Source: an optimization exercise on an open RTL-to-GDS flow (aim: small area and a short achievable clock period). Production flows keep margins and buffers that such runs may drop. At most, simulation tests tie the RTL to the original design; equivalence was not proved. No functional check of the RTL was part of runs 1, 3 and 4. Power and IR drop assume default switching activity.

File: design/flow/flow/run.sh
#!/bin/bash
# Standard synthesis, then the standard layout with plain buffers on the
# ports and without the delay-cell buffers in placement and timing repair.
set -euo pipefail
bash standard.sh synth > synth.log 2>&1
export BUFFER_PORTS_ARGS="-buffer_cell sky130_fd_sc_hd__buf_2"
export DONT_USE_CELLS="sky130_fd_sc_hd__clkdlybuf4s15_1 sky130_fd_sc_hd__clkdlybuf4s15_2 sky130_fd_sc_hd__clkdlybuf4s18_1 sky130_fd_sc_hd__clkdlybuf4s18_2 sky130_fd_sc_hd__clkdlybuf4s25_1 sky130_fd_sc_hd__clkdlybuf4s25_2 sky130_fd_sc_hd__clkdlybuf4s50_1 sky130_fd_sc_hd__clkdlybuf4s50_2"
bash standard.sh > layout.log 2>&1
File: design/flow/standard.sh
#!/bin/bash
# synth_recipe.tcl (not shown) runs the flow's synth.tcl, then flattens the netlist and writes it again
# the make line also repeats each setting of config.mk as NAME=value (left out here)
make -C /OpenROAD-flow-scripts/flow DESIGN_CONFIG=/design/flow/config.mk WORK_HOME=/design/flow/orfs CLKGATE_MAP_FILE= SYNTH_SCRIPT=/design/flow/synth_recipe.tcl "${@:-finish}"
File: design/flow/config.mk
export PLATFORM = sky130hd
export DESIGN_NAME = l0_buffer_top
export DESIGN_NICKNAME = l0_buffer_top
export VERILOG_FILES = /design/flow/design.v
export SDC_FILE = /design/flow/constraint.sdc
export NUM_CORES = 4
export LEC_CHECK = 0
export CAP_MARGIN = 20
export CORE_MARGIN = 2
export CORE_UTILIZATION = 65
export CTS_CLUSTER_DIAMETER = 50
export CTS_CLUSTER_SIZE = 24
export SETUP_SLACK_MARGIN = 1.85
export SLEW_MARGIN = 20
export TNS_END_PERCENT = 100
File: design/flow/constraint.sdc
create_clock -name core_clock -period 3.8 [get_ports {clk_pll_200}]
set_input_delay 0.7600 -clock core_clock [delete_from_list [all_inputs] [get_ports {clk_pll_200}]]
set_output_delay 0.7600 -clock core_clock [all_outputs]
set_load 0.01 [all_outputs]
File: design/flow/design.v
package l0_buffer_pkg;
   typedef logic [32-1:0]    port_word_t;    
   typedef logic [5-1:0]   buf_count_t;    
   typedef logic [2-1:0] port_vec_t;     
   typedef enum logic [1:0] {
      RST_IDLE  = 2'd0,
      RST_HOLD  = 2'd1,
      RST_PULSE = 2'd2,
      RST_DONE  = 2'd3
   } rst_state_e;
   typedef enum logic [1:0] {EV_NONE = 2'd0, EV_SOB = 2'd1, EV_EOB = 2'd2} burst_event_e;
endpackage
`timescale 1ns/1ps
module reset_sequencer (
   input  logic clk_pll_200,
   input  logic reset,
   output logic soft_reset,
   output logic ready
);
   localparam int CNT_W = $clog2(32 + 16 + 1);
   logic [CNT_W-1:0] cnt;    
   always_ff @(posedge clk_pll_200) begin
      if (reset) begin
         cnt        <= '0;
         soft_reset <= 1'b0;
         ready      <= 1'b0;
      end else begin
         if (!ready) begin
            cnt <= cnt + CNT_W'(1);
         end
         soft_reset <= (cnt >= CNT_W'(32)) &&
                       (cnt <  CNT_W'(32 + 16));
         ready      <= ready | (cnt == CNT_W'(32 + 16));
      end
   end
endmodule
`timescale 1ns/1ps
module burst_dispatcher (
   input  logic clk_pll_200,
   input  logic reset,
   input  logic soft_reset,
   input  logic flush,
   input  logic burst,
   output logic ecrst,
   output logic bcrst
);
   logic burst_q;    
   logic clear;
   assign clear = reset | soft_reset | flush;
   always_ff @(posedge clk_pll_200) begin
      if (clear) begin
         burst_q <= 1'b0;
         ecrst   <= 1'b0;
         bcrst   <= 1'b0;
      end else begin
         burst_q <= burst;
         ecrst   <= burst ^ burst_q;
         bcrst   <= burst & ~burst_q;
      end
   end
endmodule
`timescale 1ns/1ps
module primitive_buffer (
   input  logic                      clk_pll_200,
   input  logic                      reset,
   input  logic                      soft_reset,
   input  logic                      flush,
   input  logic                      burst,
   input  logic                      wr_en,
   input  l0_buffer_pkg::port_word_t wr_data,
   input  logic                      rd_en,
   output l0_buffer_pkg::port_word_t rd_data,
   output logic                      empty,
   output logic                      full,
   output logic                      refill_req
);
   localparam int DEPTH = 16;
   localparam int MEM_D = DEPTH - 1;    
   l0_buffer_pkg::port_word_t  mem [MEM_D];
   l0_buffer_pkg::port_word_t  head;
   l0_buffer_pkg::port_word_t  head_nx;
   logic [MEM_D-1:0]           wr_sel;    
   logic [MEM_D-1:0]           rd_sel;    
   logic [DEPTH:1]             occ;       
   logic                       clear;
   logic                       one;
   logic                       wr_ok;
   logic                       rd_ok;
   logic                       inc;
   logic                       dec;
   logic                       mem_wr;
   logic                       mem_rd;
   logic                       head_ld;
   logic                       head_wr;
   logic                       head_mem;
   assign clear  = reset | soft_reset | flush;
   assign one    = occ[1] & ~occ[2];
   assign wr_ok  = wr_en & ~occ[DEPTH];    
   assign rd_ok  = rd_en & occ[1];         
   assign inc    = wr_ok & ~rd_ok;
   assign dec    = rd_ok & ~wr_ok;
   assign mem_wr = wr_ok & occ[1] & ~(one & rd_en);
   assign mem_rd = rd_en & occ[2];
   for (genvar i = 0; i < MEM_D; i++) begin : g_mem
      always_ff @(posedge clk_pll_200) begin
         if (wr_en & ~occ[DEPTH] & wr_sel[i]) begin
            mem[i] <= wr_data;
         end
      end
   end
   assign head_ld  = rd_en | ~occ[1];
   assign head_wr  = head_ld & ~occ[2];
   assign head_mem = head_ld & occ[2];
   always_comb begin
      head_nx = ({32{head_wr}}  & wr_data)
              | ({32{~head_ld}} & head);
      for (int i = 0; i < MEM_D; i++) begin
         head_nx = head_nx | ({32{head_mem & rd_sel[i]}} & mem[i]);
      end
   end
   always_ff @(posedge clk_pll_200) begin
      head <= head_nx;
   end
   always_ff @(posedge clk_pll_200) begin
      if (clear) begin
         wr_sel     <= MEM_D'(1);
         rd_sel     <= MEM_D'(1);
         occ        <= '0;
         empty      <= 1'b1;
         full       <= 1'b0;
         refill_req <= 1'b0;
      end else begin
         if (mem_wr) begin
            wr_sel <= {wr_sel[MEM_D-2:0], wr_sel[MEM_D-1]};
         end
         if (mem_rd) begin
            rd_sel <= {rd_sel[MEM_D-2:0], rd_sel[MEM_D-1]};
         end
         if (inc) begin
            occ <= {occ[DEPTH-1:1], 1'b1};
         end else if (dec) begin
            occ <= {1'b0, occ[DEPTH:2]};
         end
         empty      <= inc ? 1'b0 : dec ? ~occ[2] : ~occ[1];
         full       <= inc ? occ[DEPTH-1] : dec ? 1'b0 : occ[DEPTH];
         refill_req <= burst & ~occ[4];
      end
   end
   assign rd_data = head;
endmodule
`timescale 1ns/1ps
module l0_buffer_top (
   input  logic                                 clk_pll_200,
   input  logic                                 reset,
   input  logic                                 burst,
   input  logic                                 flush,
   input  logic [2-1:0]             wr_en,
   input  logic [2*32-1:0]  wr_data,
   input  logic [2-1:0]             rd_en,
   output logic [2*32-1:0]  rd_data,
   output logic [2-1:0]             empty,
   output logic [2-1:0]             full,
   output logic [2-1:0]             refill_req,
   output logic                                 ecrst,
   output logic                                 bcrst,
   output logic                                 ready
);
   logic soft_reset;    
   reset_sequencer u_reset_sequencer (
      .clk_pll_200 (clk_pll_200),
      .reset       (reset),
      .soft_reset  (soft_reset),
      .ready       (ready)
   );
   burst_dispatcher u_burst_dispatcher (
      .clk_pll_200 (clk_pll_200),
      .reset       (reset),
      .soft_reset  (soft_reset),
      .flush       (flush),
      .burst       (burst),
      .ecrst       (ecrst),
      .bcrst       (bcrst)
   );
   for (genvar p = 0; p < 2; p++) begin : g_port
      primitive_buffer u_buffer (
         .clk_pll_200 (clk_pll_200),
         .reset       (reset),
         .soft_reset  (soft_reset),
         .flush       (flush),
         .burst       (burst),         
         .wr_en       (wr_en[p]),
         .wr_data     (wr_data[32*p +: 32]),
         .rd_en       (rd_en[p]),
         .rd_data     (rd_data[32*p +: 32]),
         .empty       (empty[p]),
         .full        (full[p]),
         .refill_req  (refill_req[p])
      );
   end
endmodule
==> out/results.ini, run 1 <==
[placed_design]
dp.final_hpwl_mm=56.4
io_buffers=144
globalplace.congestion=0.805
dpl_cell_area_um2=42900

[timing]
setup_viol=0
fin_tns_setup_ns=0
fmax_mhz=513
finClkSkew_ns=0.0273
finalHoldViolations=0
finalCritPeriodShare_pct=51.3
slew_headroom_pct=29.1
slew_violations=0
rsz0062_at_grt=yes
post-route-min-period_ns=1.95
worst_pin_slew_ns=1.06

[yosys]
syn_inst=2519
synth-async-reset-ratio_pct=0
yosys.area.top_type_share_pct=69.8
yosysSeqAreaShare_pct=78.2
synthXorXnorAreaFrac_pct=0.106
yosys-top-cells-count=960 x edfxtp_1, 173 x dfxtp_1, 163 x a22oi_1
synth_fp_nets=2598
avgSynthCellArea_um2=16.4
synth_area_leaders=edfxtp_1 70%, dfxtp_1 8.4%, a22oi_1 3.0%
ys.flop_type=edfxtp_1
yosys.area.top_type=edfxtp_1
synthAdderAreaFrac_pct=0.212
yosysWarnings=4
synthSimpleGateAreaFrac_pct=5.24
synth_area_um2=41300
synth_mux_area_share_pct=1.48
ys_types=43
synthMostInstantiatedCell=edfxtp_1
synth_edf_count=960
synth_compound_area_share_pct=12.7
synth_top_family_by_area=compound AO/OA/AOI/OAI gates
synth-seq-cells=1133

[global_routing]
grt_busiest_layer=met2
grt_usage_pct=31.4
gr-usage-met3_pct=5.40
grt_pass1_vias=23700
grt_antenna_before_repair=6
grt_first_pass_wirelength_mm=151
grtUsageMet2_pct=51.9
use_met1_pct=42.5
grt-ovfl-total=0
grt_max_degree=69

[layout]
nFillCells=3879
finish.net_count=2715
design_area_um2=46200
drive_gt1_share_pct=18.3
areaGrowthSynthToFinish_pct=12.0
fin_util_pct=73.4
antenna_cells=0

[detailed_routing]
viasPerCell=6.73
drt_pass1_iterations=18
drt_wl_total_mm=103
vias=23900
wl_per_cell_um=29.0
ant_nets=0
drtIter0Drc=2995
drcViolationCount=0

[floorplanning]
fp-row-count=92
die_w_um=256
die_h_um=256
initial_utilization_pct=65.6
pin_count=145
core-area_um2=63000
fp.dieArea_um2=65600

[setup_path]
slowest_stage=dfxtp_1
worstSetupPathType=register to register
crit_required_ns=4.34
path_cells=buf_4 > a22oi_1 > nand2_1 > o21ai_0 > o221ai_1
critPathLaunchType=register
cp_max_fo=14
cp-end-kind=register
max_stage_delay_ns=0.88
cp_data_arrival_time_ns=2.49

[clocking]
cts_sinks=1133
cts_root_buffer=clkbuf_16
clock_latency_ns=0.66
cts_max_path_buffers=3
cts_tree=done
htree_levels=3
ctsHoldBuffers=0
clkTransAtPathRegs_ns=0.08
cts_inserted_buffers=87

[flow_run]
drv_cap=0

[power]
cellPowerDensity_nw_per_um2=515
peakVddDrop_mv=0.485
static-leakage-power_nw=15.0

[min_path]
hold_class=input pin to register

[run_status]
status=finished clean

==> layout by cell type (no fill, tap or decap), drive strengths merged, types with 2 or more instances in the layout <==
| cell | count |
|---|---|
| a21oi | 77 |
| a221o | 4 |
| a221oi | 137 |
| a222oi | 46 |
| a22o | 107 |
| a22oi | 163 |
| a31oi | 16 |
| and2 | 67 |
| and3 | 48 |
| and4 | 3 |
| buf | 219 |
| bufinv | 5 |
| clkbuf | 95 |
| clkinv | 29 |
| clkinvlp | 10 |
| dfxtp | 173 |
| edfxtp | 960 |
| ha | 7 |
| inv | 32 |
| mux2 | 2 |
| mux2i | 59 |
| nand2 | 125 |
| nand2b | 8 |
| nand3 | 41 |
| nand4 | 9 |
| nor2 | 116 |
| nor2b | 18 |
| nor3 | 3 |
| o211ai | 11 |
| o21ai | 66 |
| o221ai | 35 |
| or3 | 9 |
| xnor2 | 2 |
| xor2 | 3 |
==> final cells by class <==
cell class                 instances  area [µm²]  share of cell area (%)
sequential                      1133       32400                    70.0
clock buffer                      95        2270                    4.91
multi-input combinational       1187        8320                    18.0
timing repair buffer             219        1360                    2.93
inverter                           8        30.0                  0.0649
tap                              846        1060                    2.29
clock inverter                    68         833                    1.80
==> kinds of logic after synthesis <==
family,after synthesis
compound gates,665
buf+inv,200
simple gates,448
fa+ha+maj,7
mux,61
flops,1133
xor+xnor,5
==> metal layers <==
metal | share of wire (%) | routed length (µm) | vias up
met4 | 3.2 | 3270 | 10
met3 | 9.4 | 9670 | 217
li1 | - | - | 10400
met2 | 50 | 51200 | 1244
met5 | 0.062 | 64 | -
met1 | 38 | 38800 | 12100
==> power by group <==
part           switching [W]  internal [W]
logic               0.000348      0.000169
clock network        0.00474       0.00495
registers          0.0000590        0.0135
==> final timing paths <==
path                                 start                          end  slack [ns]  cells past startpoint
max reg2reg   g_port[1].u_buffer.rd_sel[2]  g_port[1].u_buffer.head[29]        1.85                      5
min                                  burst   u_burst_dispatcher.burst_q        0.36                      3
max           g_port[1].u_buffer.rd_sel[2]  g_port[1].u_buffer.head[29]        1.85                      5
min reg2reg  g_port[0].u_buffer.mem[8][14]  g_port[0].u_buffer.head[14]        0.47                      2
==> through the flow <==
stage	setup WS (ns)	hold slack, ns	std cells	total power, W
global placement	0.986	0.455	3386	0.0144
finish	1.85	0.357	3556	0.0238
CTS	1.80	0.331	3551	0.0239
floorplan	1.74	0.425	2519	0.0141
global route	1.84	0.387	3556	0.0244
detailed placement	0.919	0.472	3386	0.0144
==> critical path, delay by kind of cell (launching register included) <==
| kind | cells | cell delay, ns |
|---|---|---|
| buf+inv | 1 | 0.38 |
| simple gates | 1 | 0.09 |
| flops | 1 | 0.88 |
| compound gates | 3 | 0.48 |
==> flip-flops by register name, summed over array words and instances (netlist names), 2 cells and up <==
register                    flops
g_port.u_buffer.mem           960
g_port.u_buffer.head           64
g_port.u_buffer.occ            32
g_port.u_buffer.rd_sel         30
g_port.u_buffer.wr_sel         30
u_reset_sequencer.cnt           6
g_port.u_buffer.empty           2
g_port.u_buffer.full            2
g_port.u_buffer.refill_req      2
==> timing repair <==
item / CTS / global route
gates cloned: 1 / 0
pin swaps: 0 / 1
gates resized for setup: 58 / 24
endpoints found under the setup margin: 696 / 195
setup buffers: 1 / 5
==> run 2: changes to the inputs <==
--- a/design/flow/design.v
+++ b/design/flow/design.v
@@ -76,10 +76,11 @@
 );
    localparam int DEPTH = 16;
    localparam int MEM_D = DEPTH - 1;    
+   localparam int PTR_W = $clog2(MEM_D);
    l0_buffer_pkg::port_word_t  mem [MEM_D];
    l0_buffer_pkg::port_word_t  head;
-   l0_buffer_pkg::port_word_t  head_nx;
-   logic [MEM_D-1:0]           wr_sel;    
+   l0_buffer_pkg::port_word_t  mem_q;
+   logic [PTR_W-1:0]           wr_ptr;
    logic [MEM_D-1:0]           rd_sel;    
    logic [DEPTH:1]             occ;       
    logic                       clear;
@@ -103,27 +104,28 @@
    assign mem_rd = rd_en & occ[2];
    for (genvar i = 0; i < MEM_D; i++) begin : g_mem
       always_ff @(posedge clk_pll_200) begin
-         if (wr_en & ~occ[DEPTH] & wr_sel[i]) begin
+         if (wr_en & ~occ[DEPTH] & (wr_ptr == PTR_W'(i))) begin
             mem[i] <= wr_data;
          end
+      end
+   end
+   always_comb begin
+      mem_q = '0;
+      for (int i = 0; i < MEM_D; i++) begin
+         mem_q = mem_q | (mem[i] & {32{rd_sel[i]}});
       end
    end
    assign head_ld  = rd_en | ~occ[1];
    assign head_wr  = head_ld & ~occ[2];
    assign head_mem = head_ld & occ[2];
-   always_comb begin
-      head_nx = ({32{head_wr}}  & wr_data)
-              | ({32{~head_ld}} & head);
-      for (int i = 0; i < MEM_D; i++) begin
-         head_nx = head_nx | ({32{head_mem & rd_sel[i]}} & mem[i]);
-      end
-   end
-   always_ff @(posedge clk_pll_200) begin
-      head <= head_nx;
+   always_ff @(posedge clk_pll_200) begin
+      head <= ({32{head_wr}}  & wr_data)
+            | ({32{head_mem}} & mem_q)
+            | ({32{~head_ld}} & head);
    end
    always_ff @(posedge clk_pll_200) begin
       if (clear) begin
-         wr_sel     <= MEM_D'(1);
+         wr_ptr     <= '0;
          rd_sel     <= MEM_D'(1);
          occ        <= '0;
          empty      <= 1'b1;
@@ -131,7 +133,7 @@
          refill_req <= 1'b0;
       end else begin
          if (mem_wr) begin
-            wr_sel <= {wr_sel[MEM_D-2:0], wr_sel[MEM_D-1]};
+            wr_ptr <= (wr_ptr == PTR_W'(MEM_D - 1)) ? '0 : wr_ptr + PTR_W'(1);
          end
          if (mem_rd) begin
             rd_sel <= {rd_sel[MEM_D-2:0], rd_sel[MEM_D-1]};
==> out/results.ini, run 2 <==
[clocking]
htree_levels=3
cts_tree=done
cts_sinks=1111
clock_latency_ns=0.67
cts_root_buffer=clkbuf_16
cts_max_path_buffers=3
cts_inserted_buffers=89
clkTransAtPathRegs_ns=0.08

[detailed_routing]
drt_pass1_iterations=5
drt_wl_total_mm=98.0
ant_nets=0
vias=23400
wl_per_cell_um=27.4
viasPerCell=6.56
drcViolationCount=0
drtIter0Drc=2239

[power]
cellPowerDensity_nw_per_um2=510
peakVddDrop_mv=0.553
static-leakage-power_nw=15.3
power_w=0.0236

[yosys]
syn_inst=2494
yosys.area.top_type=edfxtp_1
synth-seq-cells=1111
synth_fp_nets=2573
synth_edf_count=960
ys_types=38
synth_area_leaders=edfxtp_1 71%, dfxtp_1 7.5%, a22o_1 5.5%
ys.flop_type=edfxtp_1
yosys-top-cells-count=960 x edfxtp_1, 256 x a22o_1, 234 x nor2_1
avgSynthCellArea_um2=16.2
yosysWarnings=4
synth_area_um2=40400
yosysSeqAreaShare_pct=78.8
yosys.area.top_type_share_pct=71.3
synth-async-reset-ratio_pct=0
synthMostInstantiatedCell=edfxtp_1

[global_routing]
grt_first_pass_wirelength_mm=145
grt_busiest_layer=met2
grtUsageMet2_pct=53.9
grt_max_degree=38
grt_pass1_vias=23200
grt_usage_pct=30.7
grt-ovfl-total=0
gr-usage-met3_pct=4.94
use_met1_pct=39.6
grt_antenna_before_repair=3

[placed_design]
dpl_cell_area_um2=42400
dp.final_hpwl_mm=55.0
io_buffers=144
globalplace.congestion=0.772

[setup_path]
crit_required_ns=3.04
path_cells=buf_6
slowest_stage=dfxtp_4
max_stage_delay_ns=0.40
worstSetupPathType=register to output pin
critPathLaunchType=register
crit_family=flip-flops
cp-end-kind=output pin
cp_max_fo=2
cp_num_buf_inv=1
cp_data_arrival_time_ns=1.17

[floorplanning]
fp.dieArea_um2=64200
fp-row-count=91
die_h_um=253
core-area_um2=61600
initial_utilization_pct=65.6
die_w_um=253
pin_count=145

[timing]
worst_pin_slew_ns=1.00
fin_tns_setup_ns=0
finalHoldViolations=0
finClkSkew_ns=0.0349
slew_headroom_pct=32.9
post-route-min-period_ns=1.93
slew_violations=0
setup_viol=0
fmax_mhz=518
finalCritPeriodShare_pct=50.8
rsz0062_at_grt=yes

[min_path]
hold_class=input pin to register

[layout]
design_area_um2=46300
largest_register_ffs=960
top_register=g_port.u_buffer.mem
antenna_cells=0
layout_common_cells=960 x edfxtp_1, 256 x a22o_1, 212 x nor2_1, 186 x a221oi_1, 138 x nand2_1
nFillCells=3598
drive_gt1_share_pct=18.9
areaGrowthSynthToFinish_pct=14.5
finish.net_count=2740
reg_top3=g_port.u_buffer.mem x960, g_port.u_buffer.head x64, g_port.u_buffer.occ x32
final_common_cell=edfxtp_1

[flow_run]
drv_cap=0

[run_status]
status=finished clean

## run 2: changes by cell type after synthesis, sizes merged, moves of 28 or more
cell    change
and2       -64
a22o      +149
a222oi     -46
clkbuf     +35
buf        -38
nand4      +55
o21ai      -62
a22oi      -99
o221ai     -35
mux2i      -28
a221oi     +55
nor2      +118
nand3      -32
## run 2: report_power, final
| part | switching, W | internal (W) | leakage, nW |
|---|---|---|---|
| Clock | 0.00476 | 0.00494 | 1.52 |
| Combinational | 0.000366 | 0.000194 | 3.89 |
| Sequential | 0.0000466 | 0.0133 | 9.93 |
| Total | 0.00517 | 0.0184 | 15.3 |
## run 2: layout make-up
type | count | area (µm²) | area share, %
clock buffers | 97 | 2360 | 5.11
clock inverters | 69 | 785 | 1.70
inverters | 8 | 32.5 | 0.0703
multi-input cells | 1191 | 8230 | 17.8
flip-flops and latches | 1111 | 31900 | 69.0
well taps | 837 | 1050 | 2.26
repair buffers | 260 | 1900 | 4.11
## run 2: final timing paths
| check | end | slack (ns) | cells after the start | from |
|---|---|---|---|---|
| max | rd_data[38] | 1.87 | 1 | g_port[1].u_buffer.head[6] |
| min reg2reg | g_port[0].u_buffer.rd_sel[9] | 0.47 | 2 | g_port[0].u_buffer.rd_sel[8] |
| max reg2reg | g_port[1].u_buffer.head[15] | 1.87 | 4 | g_port[1].u_buffer.rd_sel[1] |
| min | u_burst_dispatcher.burst_q | 0.38 | 3 | burst |
## run 2: what timing repair did
item | CTS | global route
resized for setup | 59 | 27
hold buffers | 0 | 0
buffers inserted | 32 | 14
endpoints found under the setup margin | 914 | 244
cloned | 5 | 0
endpoints found under the hold margin | 0 | 0
pin swaps | 19 | 4
## run 2: per-stage QoR
step / hold slack (ns) / util, % / std cells / setup WS, ns
floorplan: 0.425 / - / 2494 / 1.28
global placement: 0.454 / 68.8 / 3356 / 1.18
detailed placement: 0.460 / 68.8 / 3356 / 1.15
CTS: 0.357 / 74.8 / 3559 / 1.74
global route: 0.412 / 75.1 / 3573 / 1.82
finish: 0.378 / 75.1 / 3573 / 1.87
## run 2: routing by layer
metal	vias to the layer above	routed length [µm]	part of all wire (%)
met5	-	45	0.046
met4	6	2840	2.9
met3	182	6940	7.1
met2	987	51100	52
met1	11900	37100	38
li1	10300	-	-
## run 2: cells by family (layout without fill, tap and decap cells)
group / count (synthesis) / in the layout / share of synthesized area, %
AOI/OAI and AO/OA: 591 / 591 / 11.9
xor gates and xnor gates: 5 / 5 / 0.108
adders and majority gates: 7 / 7 / 0.217
buffers and inverters: 197 / 434 / 1.93
DFF: 1111 / 1111 / 78.8
muxes: 33 / 33 / 0.824
and+or+nand+nor: 550 / 555 / 6.15
==> run 3: changes to the inputs <==
--- a/design/flow/design.v
+++ b/design/flow/design.v
@@ -77,34 +77,39 @@
    localparam int DEPTH = 16;
    localparam int MEM_D = DEPTH - 1;    
    localparam int PTR_W = $clog2(MEM_D);
+   localparam int CNT_W = 5;
    l0_buffer_pkg::port_word_t  mem [MEM_D];
    l0_buffer_pkg::port_word_t  head;
    l0_buffer_pkg::port_word_t  mem_q;
    logic [PTR_W-1:0]           wr_ptr;
    logic [MEM_D-1:0]           rd_sel;    
-   logic [DEPTH:1]             occ;       
+   logic [CNT_W-1:0]           count;     
+   logic [CNT_W-1:0]           count_nx;
+   logic                       ge2;       
+   logic                       lt4;       
    logic                       clear;
-   logic                       one;
    logic                       wr_ok;
    logic                       rd_ok;
-   logic                       inc;
-   logic                       dec;
    logic                       mem_wr;
    logic                       mem_rd;
    logic                       head_ld;
    logic                       head_wr;
    logic                       head_mem;
    assign clear  = reset | soft_reset | flush;
-   assign one    = occ[1] & ~occ[2];
-   assign wr_ok  = wr_en & ~occ[DEPTH];    
-   assign rd_ok  = rd_en & occ[1];         
-   assign inc    = wr_ok & ~rd_ok;
-   assign dec    = rd_ok & ~wr_ok;
-   assign mem_wr = wr_ok & occ[1] & ~(one & rd_en);
-   assign mem_rd = rd_en & occ[2];
+   assign wr_ok  = wr_en & ~full;     
+   assign rd_ok  = rd_en & ~empty;    
+   assign mem_wr = wr_ok & ~empty & (ge2 | ~rd_en);
+   assign mem_rd = rd_en & ge2;
+   always_comb begin
+      case ({wr_ok, rd_ok})
+         2'b10:   count_nx = count + CNT_W'(1);
+         2'b01:   count_nx = count - CNT_W'(1);
+         default: count_nx = count;
+      endcase
+   end
    for (genvar i = 0; i < MEM_D; i++) begin : g_mem
       always_ff @(posedge clk_pll_200) begin
-         if (wr_en & ~occ[DEPTH] & (wr_ptr == PTR_W'(i))) begin
+         if (wr_en & ~full & (wr_ptr == PTR_W'(i))) begin
             mem[i] <= wr_data;
          end
       end
@@ -115,9 +120,9 @@
          mem_q = mem_q | (mem[i] & {32{rd_sel[i]}});
       end
    end
-   assign head_ld  = rd_en | ~occ[1];
-   assign head_wr  = head_ld & ~occ[2];
-   assign head_mem = head_ld & occ[2];
+   assign head_ld  = rd_en | empty;
+   assign head_wr  = head_ld & ~ge2;
+   assign head_mem = head_ld & ge2;
    always_ff @(posedge clk_pll_200) begin
       head <= ({32{head_wr}}  & wr_data)
             | ({32{head_mem}} & mem_q)
@@ -127,9 +132,11 @@
       if (clear) begin
          wr_ptr     <= '0;
          rd_sel     <= MEM_D'(1);
-         occ        <= '0;
+         count      <= '0;
          empty      <= 1'b1;
          full       <= 1'b0;
+         ge2        <= 1'b0;
+         lt4        <= 1'b1;
          refill_req <= 1'b0;
       end else begin
          if (mem_wr) begin
@@ -138,14 +145,12 @@
          if (mem_rd) begin
             rd_sel <= {rd_sel[MEM_D-2:0], rd_sel[MEM_D-1]};
          end
-         if (inc) begin
-            occ <= {occ[DEPTH-1:1], 1'b1};
-         end else if (dec) begin
-            occ <= {1'b0, occ[DEPTH:2]};
-         end
-         empty      <= inc ? 1'b0 : dec ? ~occ[2] : ~occ[1];
-         full       <= inc ? occ[DEPTH-1] : dec ? 1'b0 : occ[DEPTH];
-         refill_req <= burst & ~occ[4];
+         count      <= count_nx;
+         empty      <= (count_nx == '0);
+         full       <= (count_nx == CNT_W'(DEPTH));
+         ge2        <= (count_nx >= CNT_W'(2));
+         lt4        <= (count_nx < CNT_W'(4));
+         refill_req <= burst & lt4;
       end
    end
    assign rd_data = head;
==> design/flow/flow/run.sh (replaced) <==
#!/bin/bash
# Standard synthesis, then the standard layout with plain buffers on the
# ports, without the delay-cell buffers in placement and timing repair, and
# a clock tree without dummy loads.
set -euo pipefail
bash standard.sh synth > synth.log 2>&1
export BUFFER_PORTS_ARGS="-buffer_cell sky130_fd_sc_hd__buf_2"
export DONT_USE_CELLS="sky130_fd_sc_hd__clkdlybuf4s15_1 sky130_fd_sc_hd__clkdlybuf4s15_2 sky130_fd_sc_hd__clkdlybuf4s18_1 sky130_fd_sc_hd__clkdlybuf4s18_2 sky130_fd_sc_hd__clkdlybuf4s25_1 sky130_fd_sc_hd__clkdlybuf4s25_2 sky130_fd_sc_hd__clkdlybuf4s50_1 sky130_fd_sc_hd__clkdlybuf4s50_2"
export CTS_ARGS="-sink_clustering_enable -repair_clock_nets -dont_use_dummy_load"
bash standard.sh > layout.log 2>&1
--- a/design/flow/config.mk
+++ b/design/flow/config.mk
@@ -8,8 +8,6 @@
 export CAP_MARGIN = 20
 export CORE_MARGIN = 2
 export CORE_UTILIZATION = 65
-export CTS_CLUSTER_DIAMETER = 50
-export CTS_CLUSTER_SIZE = 24
 export SETUP_SLACK_MARGIN = 1.85
 export SLEW_MARGIN = 20
 export TNS_END_PERCENT = 100
==> out/results.ini, run 3 <==
[run_status]
status=finished clean

[layout]
reg_top3=g_port.u_buffer.mem x960, g_port.u_buffer.head x64, g_port.u_buffer.rd_sel x30
finish.net_count=2690
multi_input_area_um2=7960
nFillCells=3564
largest_register_ffs=960
ff_latch_area_um2=31600
stdcell_count=3387
final_common_cell=edfxtp_1
areaGrowthSynthToFinish_pct=14.0
drive_gt1_share_pct=18.9
layout_common_cells=960 x edfxtp_1, 200 x nand2_1, 195 x a22oi_1, 143 x buf_2, 129 x a22o_1
top_register=g_port.u_buffer.mem

[min_path]
hold_class=input pin to register

[placed_design]
globalplace.congestion=0.788
dp.final_hpwl_mm=51.6
place_ws_ns=0.883
place_inst=3234
io_buffers=144

[global_routing]
grt_max_degree=65
grt_first_pass_wirelength_mm=148
grt-ovfl-total=0
gr-usage-met3_pct=5.22
grt_busiest_layer=met2
grt_usage_pct=32.2
grt_antenna_before_repair=7
use_met1_pct=42.1
grt_pass1_vias=23400
grtUsageMet2_pct=54.8

[setup_path]
cp-end-kind=register
critPathLaunchType=register
cp_max_fo=4
worstSetupPathType=register to register
cp_data_arrival_time_ns=2.70
crit_required_ns=4.30

[timing]
finClkSkew_ns=0.0405
worst_pin_slew_ns=1.01
post-route-min-period_ns=2.20
rsz0062_at_grt=yes
finalCritPeriodShare_pct=57.9
slew_headroom_pct=32.6
final.setup.worst_slack_ns=1.60
fin_tns_setup_ns=0
setup_viol=0
fmax_mhz=454
finalHoldViolations=0
slew_violations=0
hold_ws_ns=0.390

[yosys]
synth-async-reset-ratio_pct=0
synth-seq-cells=1093
yosys.area.top_type_share_pct=72.9
yosys-top-cells-count=960 x edfxtp_1, 202 x nand2_1, 195 x a22oi_1
synth_area_um2=39500
ys.flop_type=edfxtp_1
synth_fp_nets=2493
synthMostInstantiatedCell=edfxtp_1
synth_area_leaders=edfxtp_1 73%, dfxtp_1 6.7%, a22oi_1 3.7%
yosysWarnings=4
ys_types=49
synth_edf_count=960
yosys.area.top_type=edfxtp_1
avgSynthCellArea_um2=16.4
yosysSeqAreaShare_pct=79.6
syn_inst=2408

[detailed_routing]
ant_nets=0
drcViolationCount=0
drtIter0Drc=2314
wl_per_cell_um=29.7
viasPerCell=6.91
drt_wl_total_mm=101
drt_pass1_iterations=5
vias=23400

[clocking]
cts_inserted_buffers=104
cts_sinks=1093
htree_levels=3
cts_root_buffer=clkbuf_16
clkTransAtPathRegs_ns=0.06
cts_tree=done
clock_latency_ns=0.65
cts_max_path_buffers=3

[power]
peakVddDrop_mv=0.458
static-leakage-power_nw=14.3
cellPowerDensity_nw_per_um2=506

[floorplanning]
fp.dieArea_um2=62800
initial_utilization_pct=65.6
fp-row-count=90
pin_count=145
core-area_um2=60200
die_h_um=251
die_w_um=251

[flow_run]
drv_cap=0

==> run 3: cell count changes in the layout (fill, tap and decap cells not counted), sizes merged, moves of 26 or more <==
cell	before	now
a21oi	66	40
a221oi	192	128
a22o	256	129
a22oi	64	195
and3	67	5
clkinv	29	0
inv	39	12
nand2	141	202
nand3	9	71
nor2	238	55
o21ai	4	72
o22ai	0	64
==> run 3: cell type report <==
cell class / instances / share of cell area [%]
inverters: 12 / 0.105
well taps: 782 / 2.17
flip-flops and latches: 1093 / 70.0
clock buffers: 104 / 5.77
repair buffers: 263 / 4.31
diodes: 2 / 0.0111
multi-input cells: 1131 / 17.6
==> run 3: logic make-up (layout without fill, tap and decap cells) <==
kind of cell	Yosys count	in the layout	share of synthesized area [%]
XOR/XNOR	14	14	0.310
multiplexers	9	9	0.234
flip-flops	1093	1093	79.6
buffers and inverters	184	379	1.91
other	0	2	0
adder cells (fa/ha/maj)	13	13	0.449
AO/OA/AOI/OAI	648	648	12.3
AND/OR/NAND/NOR	447	447	5.21
==> run 3: final timing paths <==
path                            endpoint  cells after the start  slack, ns                        start
max               g_port[1].u_buffer.ge2                     11       1.60      g_port[1].u_buffer.full
min reg2reg  g_port[0].u_buffer.head[16]                      2       0.44  g_port[0].u_buffer.head[16]
min           u_burst_dispatcher.burst_q                      2       0.39                        burst
max reg2reg       g_port[1].u_buffer.ge2                     11       1.60      g_port[1].u_buffer.full
==> run 3: metal layers <==
layer / part of all wire [%] / wire (µm)
met4: 3.4 / 3450
met1: 37 / 37400
met5: 0.074 / 75
met3: 8.9 / 8950
met2: 51 / 50900
==> run 3: timing repair <==
action / in CTS / in global routing
hold buffers: 0 / 0
endpoints found under the hold margin: 0 / 0
setup buffers: 36 / 11
endpoints found under the setup margin: 860 / 489
pin swaps: 29 / 8
resized for setup: 74 / 58
==> run 3: power by group <==
| group | total (W) | internal, W | switching (W) |
|---|---|---|---|
| logic | 0.000843 | 0.000301 | 0.000542 |
| registers | 0.0133 | 0.0132 | 0.0000965 |
| clock network | 0.00867 | 0.00477 | 0.00390 |
==> run 3: per-stage QoR <==
| stage | util [%] | area (µm²) | total power (W) |
|---|---|---|---|
| 3_5_place_dp | 68.9 | 41500 | 0.0143 |
| 5_1_grt | 74.8 | 45100 | 0.0234 |
| 4_1_cts | 74.3 | 44800 | 0.0229 |
| 2_1_floorplan | - | 39800 | 0.0139 |
| 3_3_place_gp | 68.9 | 41500 | 0.0143 |
| 6_report | 74.8 | 45100 | 0.0228 |
==> run 3: worst max-delay path, cell delays in order (launching register included) <==
cell and delay (ns):
dfxtp_2 0.33, nor2b_4 0.12, inv_2 0.06, ha_4 0.18, buf_6 0.13, ha_4 0.24
buf_4 0.15, a21oi_4 0.18, and3_4 0.23, o21a_4 0.15, a21boi_2 0.07, o31a_1 0.23
==> run 4: changes to the inputs <==
--- a/design/flow/config.mk
+++ b/design/flow/config.mk
@@ -8,6 +8,6 @@
 export CAP_MARGIN = 20
 export CORE_MARGIN = 2
 export CORE_UTILIZATION = 65
-export SETUP_SLACK_MARGIN = 1.85
+export SETUP_SLACK_MARGIN = 1.5
 export SLEW_MARGIN = 20
 export TNS_END_PERCENT = 100
==> out/results.ini, run 4 <==
[floorplanning]
fp-row-count=90
die_w_um=251
core-area_um2=60200
die_h_um=251
fp.dieArea_um2=62800
initial_utilization_pct=65.6
pin_count=145

[layout]
layout_common_cells=960 x edfxtp_1, 200 x nand2_1, 195 x a22oi_1, 144 x buf_2, 129 x a22o_1
multi_input_area_um2=7700
fin_util_pct=73.7
final_common_cell=edfxtp_1
reg_top3=g_port.u_buffer.mem x960, g_port.u_buffer.head x64, g_port.u_buffer.rd_sel x30
areaGrowthSynthToFinish_pct=12.3
ff_latch_area_um2=31500
finish.net_count=2668
stdcell_count=3368
nFillCells=3596
top_register=g_port.u_buffer.mem
largest_register_ffs=960
drive_gt1_share_pct=16.6

[placed_design]
globalplace.congestion=0.780
io_buffers=144
place_ws_ns=0.912
place_inst=3231
dp.final_hpwl_mm=52.1

[detailed_routing]
drt_pass1_iterations=6
drt-met1-wl_mm=36.9
met3_length_mm=7.89
ant_nets=0
drt_wl_total_mm=98.3
drtIter0Drc=2594
vias=23000
viasPerCell=6.84
drcViolationCount=0
wl_met2_mm=50.3
wl_per_cell_um=29.2
top_layer=met5

[global_routing]
grt_usage_pct=31.4
grt_antenna_before_repair=8
grt_pass1_vias=22800
grt-ovfl-total=0
grt_first_pass_wirelength_mm=144
grt_max_degree=47

[yosys]
yosys.area.top_type_share_pct=72.9
yosys.area.top_type=edfxtp_1
avgSynthCellArea_um2=16.4
yosysSeqAreaShare_pct=79.6
synth_area_leaders=edfxtp_1 73%, dfxtp_1 6.7%, a22oi_1 3.7%
syn_inst=2408
synth-seq-cells=1093
synth-async-reset-ratio_pct=0
yosys-top-cells-count=960 x edfxtp_1, 202 x nand2_1, 195 x a22oi_1
synthMostInstantiatedCell=edfxtp_1
ys_types=49
ys.flop_type=edfxtp_1
synth_area_um2=39500
synth_fp_nets=2493
yosysWarnings=4
synth_edf_count=960

[setup_path]
worstSetupPathType=register to register
cp-end-kind=register
r2r_slack_ns=1.55
crit_required_ns=4.31
max_stage_delay_ns=0.39
path_cells=nor2b_4 > inv_2 > ha_4 > ha_1 > a21o_1 > a21oi_2 > mux2_2 > a311o_1
rr_startpoint=g_port[0].u_buffer.full
r2r_cells=8
crit_family=compound AO/OA/AOI/OAI gates
cp_data_arrival_time_ns=2.76
cp_num_buf_inv=1
critPathLaunchType=register
slowest_stage=mux2_2
r2r_end=g_port[0].u_buffer.lt4
cp_max_fo=7

[timing]
setup_viol=0
rsz0062_at_grt=yes
slew_headroom_pct=16.8
hold_ws_ns=0.382
slew_violations=0
worst_pin_slew_ns=1.25
post-route-min-period_ns=2.25
final.setup.worst_slack_ns=1.55
fin_tns_setup_ns=0
finalCritPeriodShare_pct=59.1
finClkSkew_ns=0.0414
fmax_mhz=445
finalHoldViolations=0

[min_path]
hold_class=input pin to register
min_delay_worst_endpoint=u_burst_dispatcher.burst_q
holdPathStages=2
hp-start=burst

[flow_run]
drv_cap=0

[power]
p_clk_share_pct=38.0
static-leakage-power_nw=14.1
p_int_w=0.0183
p_sw_share_pct=19.6
combPwrFrac_pct=3.4
p_seq_share_pct=58.6
peakVddDrop_mv=0.394
cellPowerDensity_nw_per_um2=511
power_switching_w=0.00446

[run_status]
status=finished clean

[clocking]
cts_root_buffer=clkbuf_16
cts_tree=done
clkTransAtPathRegs_ns=0.06
htree_levels=3
cts_max_path_buffers=3
cts_sinks=1093
ctsHoldBuffers=0
clock_latency_ns=0.66
cts_inserted_buffers=104

[run 4: cell type report]
cell class              count  area share, %
diodes                      5         0.0282
well taps                 782           2.20
inverters                  12          0.107
clock buffers             104           5.86
flip-flops and latches   1093           71.0
repair buffers            241           3.52
multi-input cells        1131           17.3
[run 4: layer usage]
metal | vias to the layer above | global-route usage [%]
met2 | 1175 | 54.6
met1 | 11700 | 40.8
met4 | 6 | 11.5
met3 | 205 | 4.18
met5 | - | 0
li1 | 10000 | -
[run 4: worst max-delay path by stage]
| stage | start | endpoint | cells after the start |
|---|---|---|---|
| after floorplan | wr_en[1] | g_port[1].u_buffer.mem[0][0] | 4 |
| after global placement | rd_en[1] | g_port[1].u_buffer.full | 10 |
| after detailed placement | rd_en[1] | g_port[1].u_buffer.full | 10 |
| after CTS | g_port[0].u_buffer.wr_ptr[2] | g_port[0].u_buffer.mem[13][30] | 3 |
| after global routing | g_port[1].u_buffer.empty | g_port[1].u_buffer.empty | 9 |
| final | g_port[0].u_buffer.full | g_port[0].u_buffer.lt4 | 8 |
[run 4: logic make-up (layout without fill, tap and decap cells)]
logic type	count (synthesis)	in the layout	share of synthesized area, %
other	0	5	0
AO/OA/AOI/OAI	648	648	12.3
multiplexers	9	9	0.234
buffers and inverters	184	357	1.91
flip-flops	1093	1093	79.6
AND/OR/NAND/NOR	447	447	5.21
adder cells (fa/ha/maj)	13	13	0.449
XOR/XNOR	14	14	0.310
[run 4: power groups by stage]
stage | logic, W | clock network, W | registers [W]
6_report | 0.000781 | 0.00862 | 0.0133
4_1_cts | 0.000777 | 0.00872 | 0.0133
2_1_floorplan | 0.000352 | 0 | 0.0136
3_3_place_gp | 0.000752 | 0 | 0.0136
5_1_grt | 0.000853 | 0.00914 | 0.0133
3_5_place_dp | 0.000772 | 0 | 0.0136
[run 4: what timing repair did]
item | in CTS | in global routing
setup buffers | 14 | 14
resized for setup | 3 | 6
pin swaps | 4 | 7
endpoints found under the setup margin | 47 | 88
[run 4: metrics by stage]
step | total power, W | cell area [µm²]
6_report | 0.0227 | 44400
5_1_grt | 0.0233 | 44400
4_1_cts | 0.0228 | 44300
3_5_place_dp | 0.0143 | 41500
3_3_place_gp | 0.0143 | 41500
2_1_floorplan | 0.0139 | 39900
==> run 5: changes to the inputs <==
--- a/design/flow/design.v
+++ b/design/flow/design.v
@@ -90,6 +90,8 @@
    logic                       clear;
    logic                       wr_ok;
    logic                       rd_ok;
+   logic                       inc;
+   logic                       dec;
    logic                       mem_wr;
    logic                       mem_rd;
    logic                       head_ld;
@@ -100,12 +102,12 @@
    assign rd_ok  = rd_en & ~empty;    
    assign mem_wr = wr_ok & ~empty & (ge2 | ~rd_en);
    assign mem_rd = rd_en & ge2;
+   assign inc = wr_ok & ~rd_ok;
+   assign dec = rd_ok & ~wr_ok;
    always_comb begin
-      case ({wr_ok, rd_ok})
-         2'b10:   count_nx = count + CNT_W'(1);
-         2'b01:   count_nx = count - CNT_W'(1);
-         default: count_nx = count;
-      endcase
+      count_nx = count;
+      if (inc) count_nx = count + CNT_W'(1);
+      if (dec) count_nx = count - CNT_W'(1);
    end
    for (genvar i = 0; i < MEM_D; i++) begin : g_mem
       always_ff @(posedge clk_pll_200) begin
@@ -146,10 +148,11 @@
             rd_sel <= {rd_sel[MEM_D-2:0], rd_sel[MEM_D-1]};
          end
          count      <= count_nx;
-         empty      <= (count_nx == '0);
-         full       <= (count_nx == CNT_W'(DEPTH));
-         ge2        <= (count_nx >= CNT_W'(2));
-         lt4        <= (count_nx < CNT_W'(4));
+         empty      <= inc ? 1'b0 : dec ? (count == CNT_W'(1)) : empty;
+         full       <= inc ? (count == CNT_W'(DEPTH - 1)) : dec ? 1'b0 : full;
+         ge2        <= inc ? ~empty : dec ? (count >= CNT_W'(3)) : ge2;
+         lt4        <= inc ? (count < CNT_W'(4 - 1)) :
+                       dec ? (count < CNT_W'(4 + 1)) : lt4;
          refill_req <= burst & lt4;
       end
    end
--- a/design/flow/config.mk
+++ b/design/flow/config.mk
@@ -8,6 +8,6 @@
 export CAP_MARGIN = 20
 export CORE_MARGIN = 2
 export CORE_UTILIZATION = 65
-export SETUP_SLACK_MARGIN = 1.5
+export SETUP_SLACK_MARGIN = 1.9
 export SLEW_MARGIN = 20
 export TNS_END_PERCENT = 100
==> out/results.ini, run 5 <==
[flow_run]
drv_cap=0

[clocking]
cts_inserted_buffers=103
cts_root_buffer=clkbuf_16
clkTransAtPathRegs_ns=0.06
htree_levels=3
cts_max_path_buffers=3
cts_tree=done
ctsHoldBuffers=0
cts_sinks=1093
clock_latency_ns=0.65

[timing]
finalHoldViolations=0
post-route-min-period_ns=1.90
finalCritPeriodShare_pct=50.1
fin_tns_setup_ns=0
finClkSkew_ns=0.0467
slew_violations=0
fmax_mhz=525
setup_viol=0
slew_headroom_pct=29.5
worst_pin_slew_ns=1.06
final.setup.worst_slack_ns=1.90
rsz0062_at_grt=yes

[setup_path]
r2r_cells=4
max_stage_delay_ns=0.39
r2r_end=g_port[0].u_buffer.mem[0][22]
path_cells=buf_6
cp_max_fo=2
crit_required_ns=3.04
cp_num_buf_inv=1
cp_data_arrival_time_ns=1.14
worstSetupPathType=register to output pin
r2r_slack_ns=1.93
rr_startpoint=g_port[0].u_buffer.full
crit_family=flip-flops
critPathLaunchType=register
slowest_stage=dfxtp_4
cp-end-kind=output pin

[layout]
nFillCells=3829
top_register=g_port.u_buffer.mem
stdcell_count=3427
largest_register_ffs=960
reg_top3=g_port.u_buffer.mem x960, g_port.u_buffer.head x64, g_port.u_buffer.rd_sel x30
areaGrowthSynthToFinish_pct=11.2
multi_input_area_um2=8180
finish.net_count=2677
drive_gt1_share_pct=19.6
layout_common_cells=960 x edfxtp_1, 256 x a22o_1, 159 x a221oi_1, 158 x nor2_1
ff_latch_area_um2=31600
final_common_cell=edfxtp_1

[min_path]
holdPathStages=2
min_delay_worst_endpoint=u_burst_dispatcher.burst_q
hp-start=burst
hold_class=input pin to register

[power]
peakVddDrop_mv=0.406
cellPowerDensity_nw_per_um2=498
static-leakage-power_nw=14.8

[global_routing]
grt_first_pass_wirelength_mm=149
grt_max_degree=65
grt_pass1_vias=22900
grt_antenna_before_repair=5
grt-ovfl-total=0
grt_usage_pct=31.9

[yosys]
avgSynthCellArea_um2=16.8
yosys.area.top_type_share_pct=70.9
yosysWarnings=4
yosysSeqAreaShare_pct=77.4
synth_area_leaders=edfxtp_1 71%, dfxtp_1 6.5%, a22o_1 5.5%
yosys.area.top_type=edfxtp_1
ys_types=45
synthMostInstantiatedCell=edfxtp_1
synth-async-reset-ratio_pct=0
synth-seq-cells=1093
synth_edf_count=960
yosys-top-cells-count=960 x edfxtp_1, 256 x a22o_1, 181 x nor2_1
syn_inst=2418
synth_area_um2=40700
synth_fp_nets=2505
ys.flop_type=edfxtp_1

[detailed_routing]
drtIter0Drc=2328
viasPerCell=6.81
drt_wl_total_mm=102
ant_nets=0
wl_per_cell_um=29.6
drt_pass1_iterations=5
drcViolationCount=0
vias=23300

[floorplanning]
fp.dieArea_um2=64600
die_h_um=254
core-area_um2=61800
pin_count=145
fp-row-count=91
initial_utilization_pct=65.8
die_w_um=254

[placed_design]
io_buffers=144
place_inst=3291
place_ws_ns=1.17
dp.final_hpwl_mm=53.7
globalplace.congestion=0.845

[run_status]
status=finished clean

[run 5: worst register-to-register path: cells and delay by family (launching register included)]
family                 cells  cell delay (ns)
and+or+nand+nor            3             0.79
DFF                        1             0.33
buffers and inverters      1             0.38
[run 5: worst max path at each step]
stage	startpoint	endpoint	slack, ns	depth (start not counted)
after floorplan	wr_en[0]	g_port[0].u_buffer.mem[0][0]	1.29	3
after global placement	wr_en[0]	g_port[0].u_buffer.mem[8][14]	1.22	5
after detailed placement	wr_en[1]	g_port[1].u_buffer.mem[5][5]	1.17	6
after CTS	g_port[1].u_buffer.head[4]	rd_data[36]	1.88	1
after global routing	g_port[1].u_buffer.head[4]	rd_data[36]	1.89	1
final	g_port[1].u_buffer.head[4]	rd_data[36]	1.90	1
[run 5: power breakdown]
part / switching (W) / internal, W / total (W)
Clock: 0.00392 / 0.00473 / 0.00864
Sequential: 0.0000725 / 0.0132 / 0.0132
Combinational: 0.000415 / 0.000246 / 0.000660
[run 5: per-layer routing]
metal | part of all wire (%) | vias up | global-route usage (%)
li1 | - | 10000 | -
met1 | 38 | 11900 | 41.9
met2 | 52 | 1186 | 55.3
met3 | 8.2 | 199 | 4.98
met4 | 2.5 | 6 | 10.2
met5 | 0.033 | - | 0
[run 5: final cells by class]
| type | count | area share (%) |
|---|---|---|
| tap | 837 | 2.31 |
| timing repair buffer | 246 | 3.91 |
| multi-input combinational | 1133 | 18.1 |
| clock buffer | 103 | 5.70 |
| sequential | 1093 | 69.9 |
| inverter | 13 | 0.108 |
| antenna | 2 | 0.0111 |
[run 5: cell families (layout without fill, tap and decap cells)]
kind of cell               after synthesis  count (layout)  share of synthesized area (%)
DFF                                   1093            1093                           77.4
AOI/OAI and AO/OA                      591             591                           12.5
and+or+nand+nor                        511             511                           5.89
buffers and inverters                  192             362                           3.37
adders and majority gates               15              15                          0.461
xor gates and xnor gates                11              11                          0.237
muxes                                    5               5                          0.123
other                                    0               2                              0
[run 5: repair_timing]
item,4_1_cts,5_1_grt
pin swaps,6,4
setup endpoints to repair,890,364
buffers inserted,21,10
resized for setup,75,38
[run 5: metrics by stage]
| stage | hold WS (ns) | utilization, % | cell area (µm²) | total power (W) |
|---|---|---|---|---|
| after floorplan | 0.430 | - | 40900 | 0.0138 |
| after global placement | 0.450 | 68.1 | 42100 | 0.0141 |
| after detailed placement | 0.451 | 68.1 | 42100 | 0.0141 |
| after CTS | 0.373 | 72.9 | 45100 | 0.0226 |
| after global routing | 0.402 | 73.2 | 45200 | 0.0231 |
| final | 0.396 | 73.2 | 45200 | 0.0225 |
==> run 6: changes to the inputs <==
--- a/design/flow/flow/run.sh
+++ b/design/flow/flow/run.sh
@@ -6,5 +6,5 @@
 bash standard.sh synth > synth.log 2>&1
 export BUFFER_PORTS_ARGS="-buffer_cell sky130_fd_sc_hd__buf_2"
 export DONT_USE_CELLS="sky130_fd_sc_hd__clkdlybuf4s15_1 sky130_fd_sc_hd__clkdlybuf4s15_2 sky130_fd_sc_hd__clkdlybuf4s18_1 sky130_fd_sc_hd__clkdlybuf4s18_2 sky130_fd_sc_hd__clkdlybuf4s25_1 sky130_fd_sc_hd__clkdlybuf4s25_2 sky130_fd_sc_hd__clkdlybuf4s50_1 sky130_fd_sc_hd__clkdlybuf4s50_2"
-export CTS_ARGS="-sink_clustering_enable -repair_clock_nets -dont_use_dummy_load"
+export CTS_ARGS="-sink_clustering_enable -repair_clock_nets -dont_use_dummy_load -sink_clustering_size 25 -sink_clustering_max_diameter 70"
 bash standard.sh > layout.log 2>&1
--- a/design/flow/config.mk
+++ b/design/flow/config.mk
@@ -7,7 +7,7 @@
 export LEC_CHECK = 0
 export CAP_MARGIN = 20
 export CORE_MARGIN = 2
-export CORE_UTILIZATION = 65
+export CORE_UTILIZATION = 72
 export SETUP_SLACK_MARGIN = 1.9
 export SLEW_MARGIN = 20
 export TNS_END_PERCENT = 100
==> out/results.ini, run 6 <==
[run_status]
status=finished clean

[power]
combPwrFrac_pct=3.4
cellPowerDensity_nw_per_um2=446
static-leakage-power_nw=14.3
power_switching_w=0.00387
peakVddDrop_mv=0.450
p_seq_share_pct=67.2
p_sw_share_pct=19.7
p_int_w=0.0158
power_w=0.0197
p_clk_share_pct=29.4

[clocking]
clkTransAtPathRegs_ns=0.09
cts_tree=done
cts_max_path_buffers=3
ctsHoldBuffers=0
htree_levels=2
cts_root_buffer=clkbuf_16
clock_latency_ns=0.64
cts_sinks=1093
cts_inserted_buffers=51

[layout]
drive_gt1_share_pct=18.1
reg_top3=g_port.u_buffer.mem x960, g_port.u_buffer.head x64, g_port.u_buffer.rd_sel x30
stdcell_count=3302
largest_register_ffs=960
top_register=g_port.u_buffer.mem
final_common_cell=edfxtp_1
layout_common_cells=960 x edfxtp_1, 256 x a22o_1, 161 x a221oi_1, 158 x nor2_1, 137 x nand2_1
nFillCells=3155
finish.net_count=2633
areaGrowthSynthToFinish_pct=8.38

[placed_design]
place_ws_ns=1.13
globalplace.congestion=0.842
io_buffers=144
dp.final_hpwl_mm=54.1
place_inst=3204

[yosys]
synth_top_family_by_area=compound AO/OA/AOI/OAI gates
synth_fp_nets=2505
ys.flop_type=edfxtp_1
synth_area_leaders=edfxtp_1 71%, dfxtp_1 6.5%, a22o_1 5.5%
synthSimpleGateAreaFrac_pct=5.89
synthMostInstantiatedCell=edfxtp_1
syn_inst=2418
yosys.area.top_type_share_pct=70.9
synth-async-reset-ratio_pct=0
synthXorXnorAreaFrac_pct=0.237
yosys-top-cells-count=960 x edfxtp_1, 256 x a22o_1, 181 x nor2_1
synth_area_um2=40700
ys_types=45
synth_compound_area_share_pct=12.5
synth_mux_area_share_pct=0.123
synthAdderAreaFrac_pct=0.461
yosysWarnings=4
yosysSeqAreaShare_pct=77.4
synth_edf_count=960
synth-seq-cells=1093
avgSynthCellArea_um2=16.8
yosys.area.top_type=edfxtp_1

[setup_path]
critPathLaunchType=register
max_stage_delay_ns=0.40
path_cells=buf_6
slowest_stage=dfxtp_4
cp-end-kind=output pin
crit_required_ns=3.04
cp_num_buf_inv=1
cp_max_fo=2
cp_data_arrival_time_ns=1.15
worstSetupPathType=register to output pin
crit_family=flip-flops

[floorplanning]
initial_utilization_pct=72.4
pin_count=145
core-area_um2=56200
die_h_um=242
fp.dieArea_um2=58400
die_w_um=242
fp-row-count=87

[timing]
setup_viol=0
finClkSkew_ns=0.0319
finalCritPeriodShare_pct=50.2
fmax_mhz=524
worst_pin_slew_ns=1.09
finalHoldViolations=0
post-route-min-period_ns=1.91
hold_ws_ns=0.395
slew_violations=0
slew_headroom_pct=27.5
final.setup.worst_slack_ns=1.89
fin_tns_setup_ns=0
rsz0062_at_grt=yes

[detailed_routing]
drcViolationCount=0
drtIter0Drc=2923
ant_nets=0
drt_wl_total_mm=99.5
wl_per_cell_um=30.1
vias=23300
drt_pass1_iterations=6
viasPerCell=7.06

[flow_run]
drv_cap=0

[min_path]
hold_class=input pin to register

[global_routing]
grt_antenna_before_repair=4
grt_max_degree=54
grt_pass1_vias=22800
grt_first_pass_wirelength_mm=146
grt-ovfl-total=0
grt_usage_pct=34.0

## run 6: cell counts after synthesis
No cell type changed its count.
## run 6: kinds of logic after synthesis
logic type               Yosys count
flip-flops                      1093
AND/OR/NAND/NOR                  511
buffers and inverters            192
multiplexers                       5
adder cells (fa/ha/maj)           15
XOR/XNOR                          11
AO/OA/AOI/OAI                    591
## run 6: path summary, 6_finish.rpt
kind | from | endpoint | slack [ns] | cells after the start
max reg2reg | g_port[1].u_buffer.full | g_port[1].u_buffer.mem[0][1] | 1.91 | 4
min reg2reg | g_port[1].u_buffer.head[12] | g_port[1].u_buffer.head[12] | 0.47 | 1
min | burst | u_burst_dispatcher.burst_q | 0.39 | 2
max | g_port[1].u_buffer.head[3] | rd_data[35] | 1.89 | 1
## run 6: what timing repair did
action                                  4_1_cts  5_1_grt
gates resized for setup                      87       35
endpoints found under the setup margin     1003      172
hold endpoints to repair                      0        0
setup buffers                                39        5
cloned                                        1        0
pin swaps                                    14        2
## run 6: power groups by stage
stage / clock network [W] / logic, W / registers, W
floorplan: 0 / 0.000290 / 0.0135
global placement: 0 / 0.000617 / 0.0135
detailed placement: 0 / 0.000641 / 0.0135
CTS: 0.00579 / 0.000667 / 0.0132
global route: 0.00615 / 0.000732 / 0.0132
finish: 0.00577 / 0.000674 / 0.0132
## run 6: area by class of cell
cell class / instances / area [µm²] / area share [%]
Sequential cell: 1093 / 31600 / 71.8
Multi-Input combinational cell: 1134 / 8180 / 18.6
Antenna cell: 2 / 5.00 / 0.0114
Timing Repair Buffer: 253 / 1990 / 4.51
Clock buffer: 51 / 1280 / 2.90
Tap cell: 756 / 946 / 2.15
Inverter: 13 / 48.8 / 0.111
## run 6: layer usage
layer | share of wire [%] | track usage, %
met3 | 8.9 | 3.87
met4 | 4.2 | 13.3
met1 | 35 | 44.3
met5 | 0.0080 | 0
met2 | 51 | 59.4
## run 6: metrics by stage
stage	instance area, µm²	utilization [%]
global route	44100	78.5
finish	44100	78.5
CTS	44000	78.3
detailed placement	42000	74.8
global placement	42000	74.8
floorplan	40900	-
==> run 7: changes to the inputs <==
--- a/design/flow/config.mk
+++ b/design/flow/config.mk
@@ -7,7 +7,7 @@
 export LEC_CHECK = 0
 export CAP_MARGIN = 20
 export CORE_MARGIN = 2
-export CORE_UTILIZATION = 72
-export SETUP_SLACK_MARGIN = 1.9
+export CORE_UTILIZATION = 65
+export SETUP_SLACK_MARGIN = 2.0
 export SLEW_MARGIN = 20
 export TNS_END_PERCENT = 100
==> out/results.ini, run 7 <==
[layout]
multi_input_area_um2=8270
largest_register_ffs=960
layout_common_cells=960 x edfxtp_1, 256 x a22o_1, 158 x nor2_1, 151 x a221oi_1, 137 x nand2_1
reg_top3=g_port.u_buffer.mem x960, g_port.u_buffer.head x64, g_port.u_buffer.rd_sel x30
areaGrowthSynthToFinish_pct=10.7
antenna_cells=0
ff_latch_area_um2=31700
nFillCells=3836
drive_gt1_share_pct=21.1
final_common_cell=edfxtp_1
top_register=g_port.u_buffer.mem
finish.net_count=2660

[placed_design]
dp.final_hpwl_mm=53.7
io_buffers=144
globalplace.congestion=0.845

[clocking]
cts_tree=done
clkTransAtPathRegs_ns=0.09
cts_root_buffer=clkbuf_16
cts_sinks=1093
clock_latency_ns=0.64
cts_max_path_buffers=3
htree_levels=2
cts_inserted_buffers=53

[setup_path]
r2r_slack_ns=1.99
cp_num_buf_inv=1
crit_required_ns=3.04
cp-end-kind=output pin
max_stage_delay_ns=0.40
cp_max_fo=2
cp_data_arrival_time_ns=1.15
crit_family=flip-flops
path_cells=buf_6
critPathLaunchType=register
slowest_stage=dfxtp_4
worstSetupPathType=register to output pin

[floorplanning]
fp-row-count=91
die_w_um=254
die_h_um=254
core-area_um2=61800
fp.dieArea_um2=64600
initial_utilization_pct=65.8
pin_count=145

[yosys]
yosysWarnings=4
synth_edf_count=960
synthXorXnorAreaFrac_pct=0.237
ys_types=45
synth_mux_area_share_pct=0.123
synth_compound_area_share_pct=12.5
syn_inst=2418
synth-async-reset-ratio_pct=0
yosys.area.top_type_share_pct=70.9
synth_area_um2=40700
synth-seq-cells=1093
yosys-top-cells-count=960 x edfxtp_1, 256 x a22o_1, 181 x nor2_1
synthMostInstantiatedCell=edfxtp_1
synth_fp_nets=2505
synthAdderAreaFrac_pct=0.461
avgSynthCellArea_um2=16.8
synth_area_leaders=edfxtp_1 71%, dfxtp_1 6.5%, a22o_1 5.5%
synth_top_family_by_area=compound AO/OA/AOI/OAI gates
yosysSeqAreaShare_pct=77.4
ys.flop_type=edfxtp_1
synthSimpleGateAreaFrac_pct=5.89
yosys.area.top_type=edfxtp_1

[detailed_routing]
vias=23100
drcViolationCount=0
drt_wl_total_mm=102
drt_pass1_iterations=5
viasPerCell=6.78
drtIter0Drc=2493
wl_per_cell_um=30.0
ant_nets=0

[timing]
hold_ws_ns=0.396
finClkSkew_ns=0.0340
finalCritPeriodShare_pct=50.3
slew_violations=0
post-route-min-period_ns=1.91
slew_headroom_pct=29.8
worst_pin_slew_ns=1.05
fin_tns_setup_ns=0
fmax_mhz=523
rsz0062_at_grt=yes
setup_viol=0
finalHoldViolations=0

[run_status]
status=finished clean

[power]
cellPowerDensity_nw_per_um2=442
p_seq_share_pct=66.4
p_clk_share_pct=29.6
combPwrFrac_pct=3.9
power_switching_w=0.00394
static-leakage-power_nw=14.6
p_sw_share_pct=19.8
peakVddDrop_mv=0.482
p_int_w=0.0160

[global_routing]
grt_antenna_before_repair=3
grt_usage_pct=31.7
grt_pass1_vias=22700
grt_max_degree=65
grt_first_pass_wirelength_mm=147
grt-ovfl-total=0

[flow_run]
drv_cap=0

[min_path]
hold_class=input pin to register

run 7: cell counts after synthesis:
No cell type changed its count.
run 7: cells by family (layout without fill, tap and decap cells):
kind of cell             after synthesis  after routing
flip-flops                          1093           1093
AO/OA/AOI/OAI                        591            591
adder cells (fa/ha/maj)               15             15
buffers and inverters                192            345
XOR/XNOR                              11             11
multiplexers                           5              5
AND/OR/NAND/NOR                      511            511
run 7: per-stage QoR:
| stage | total power, W | cells | utilization, % | worst slack, ns | instance area (µm²) |
|---|---|---|---|---|---|
| floorplan | 0.0138 | 2418 | - | 1.29 | 40900 |
| global placement | 0.0141 | 3291 | 68.1 | 1.22 | 42100 |
| detailed placement | 0.0141 | 3291 | 68.1 | 1.17 | 42100 |
| CTS | 0.0200 | 3392 | 72.2 | 1.87 | 44700 |
| global route | 0.0204 | 3408 | 72.8 | 1.87 | 45000 |
| finish | 0.0199 | 3408 | 72.8 | 1.89 | 45000 |
run 7: what timing repair did:
item,4_1_cts,5_1_grt
hold buffers,0,0
gates resized for setup,232,47
pin swaps,10,9
cloned,0,2
setup endpoints to repair,1064,456
hold endpoints to repair,0,0
setup buffers,48,14
run 7: power groups by stage:
stage               sequential [W]  clock (W)  combinational [W]
floorplan                   0.0135          0           0.000290
global placement            0.0135          0           0.000625
detailed placement          0.0135          0           0.000644
CTS                         0.0132    0.00596           0.000760
global route                0.0132    0.00633           0.000849
finish                      0.0132    0.00591           0.000783
run 7: cell type report:
class | count | share of cell area (%)
Inverter | 13 | 0.108
Tap cell | 837 | 2.33
Sequential cell | 1093 | 70.4
Timing Repair Buffer | 279 | 5.87
Multi-Input combinational cell | 1133 | 18.4
Clock buffer | 53 | 2.95
run 7: path summary, 6_finish.rpt:
check / startpoint / depth (start not counted) / end
max reg2reg: g_port[1].u_buffer.rd_sel[8] / 5 / g_port[1].u_buffer.head[5]
min: burst / 2 / u_burst_dispatcher.burst_q
min reg2reg: g_port[1].u_buffer.lt4 / 2 / g_port[1].u_buffer.lt4
max: g_port[1].u_buffer.head[4] / 1 / rd_data[36]
run 7: layer usage:
layer | global-route usage (%) | share of wire, %
met1 | 41.4 | 37
met2 | 55.5 | 51
met3 | 4.36 | 8.1
met4 | 11.0 | 3.4
met5 | 0 | 0.035

-- static timing again, ports no longer ideal --
The results above use ideal ports. As a check the final layouts listed here were re-extracted and re-timed, cells and wires unchanged. Step 1 (the two cells are an assumption about what drives the block):
set clk [get_ports {clk_pll_200}]
set_driving_cell -lib_cell sky130_fd_sc_hd__clkbuf_16 $clk
set_driving_cell -lib_cell sky130_fd_sc_hd__buf_2 [delete_from_list [all_inputs] $clk]
Step 2 also shifts input and output timing later by t, the mid clock arrival at the registers, as if the neighbouring blocks saw the same clock. Slacks: ideal / step 1 / step 2; pairs: ideal / step 1.
run	t (ns)	setup WS [ns]	latest minus earliest clock arrival (ns)	worst register clock-pin slew, ns	cell pins on the clock port's net
run 1	0.709	1.852 / 1.806 / 1.278	0.034 / 0.034	0.09 / 0.09	1
run 2	0.710	1.870 / 1.809 / 1.429	0.037 / 0.037	0.09 / 0.09	1
run 3	0.696	1.599 / 1.599 / 0.947	0.041 / 0.041	0.06 / 0.06	1
run 4	0.710	1.553 / 1.553 / 0.953	0.046 / 0.046	0.06 / 0.06	1
run 5	0.698	1.896 / 1.828 / 1.430	0.047 / 0.047	0.07 / 0.07	1
run 6	0.690	1.891 / 1.827 / 1.437	0.035 / 0.035	0.09 / 0.09	1
run 7	0.686	1.889 / 1.823 / 1.532	0.037 / 0.037	0.10 / 0.10	1
After both steps setup and hold are still met in every run listed. The setup slack of run 3, which loses most, moves by 0.000 ns with the drivers and by -0.652 ns with both steps.
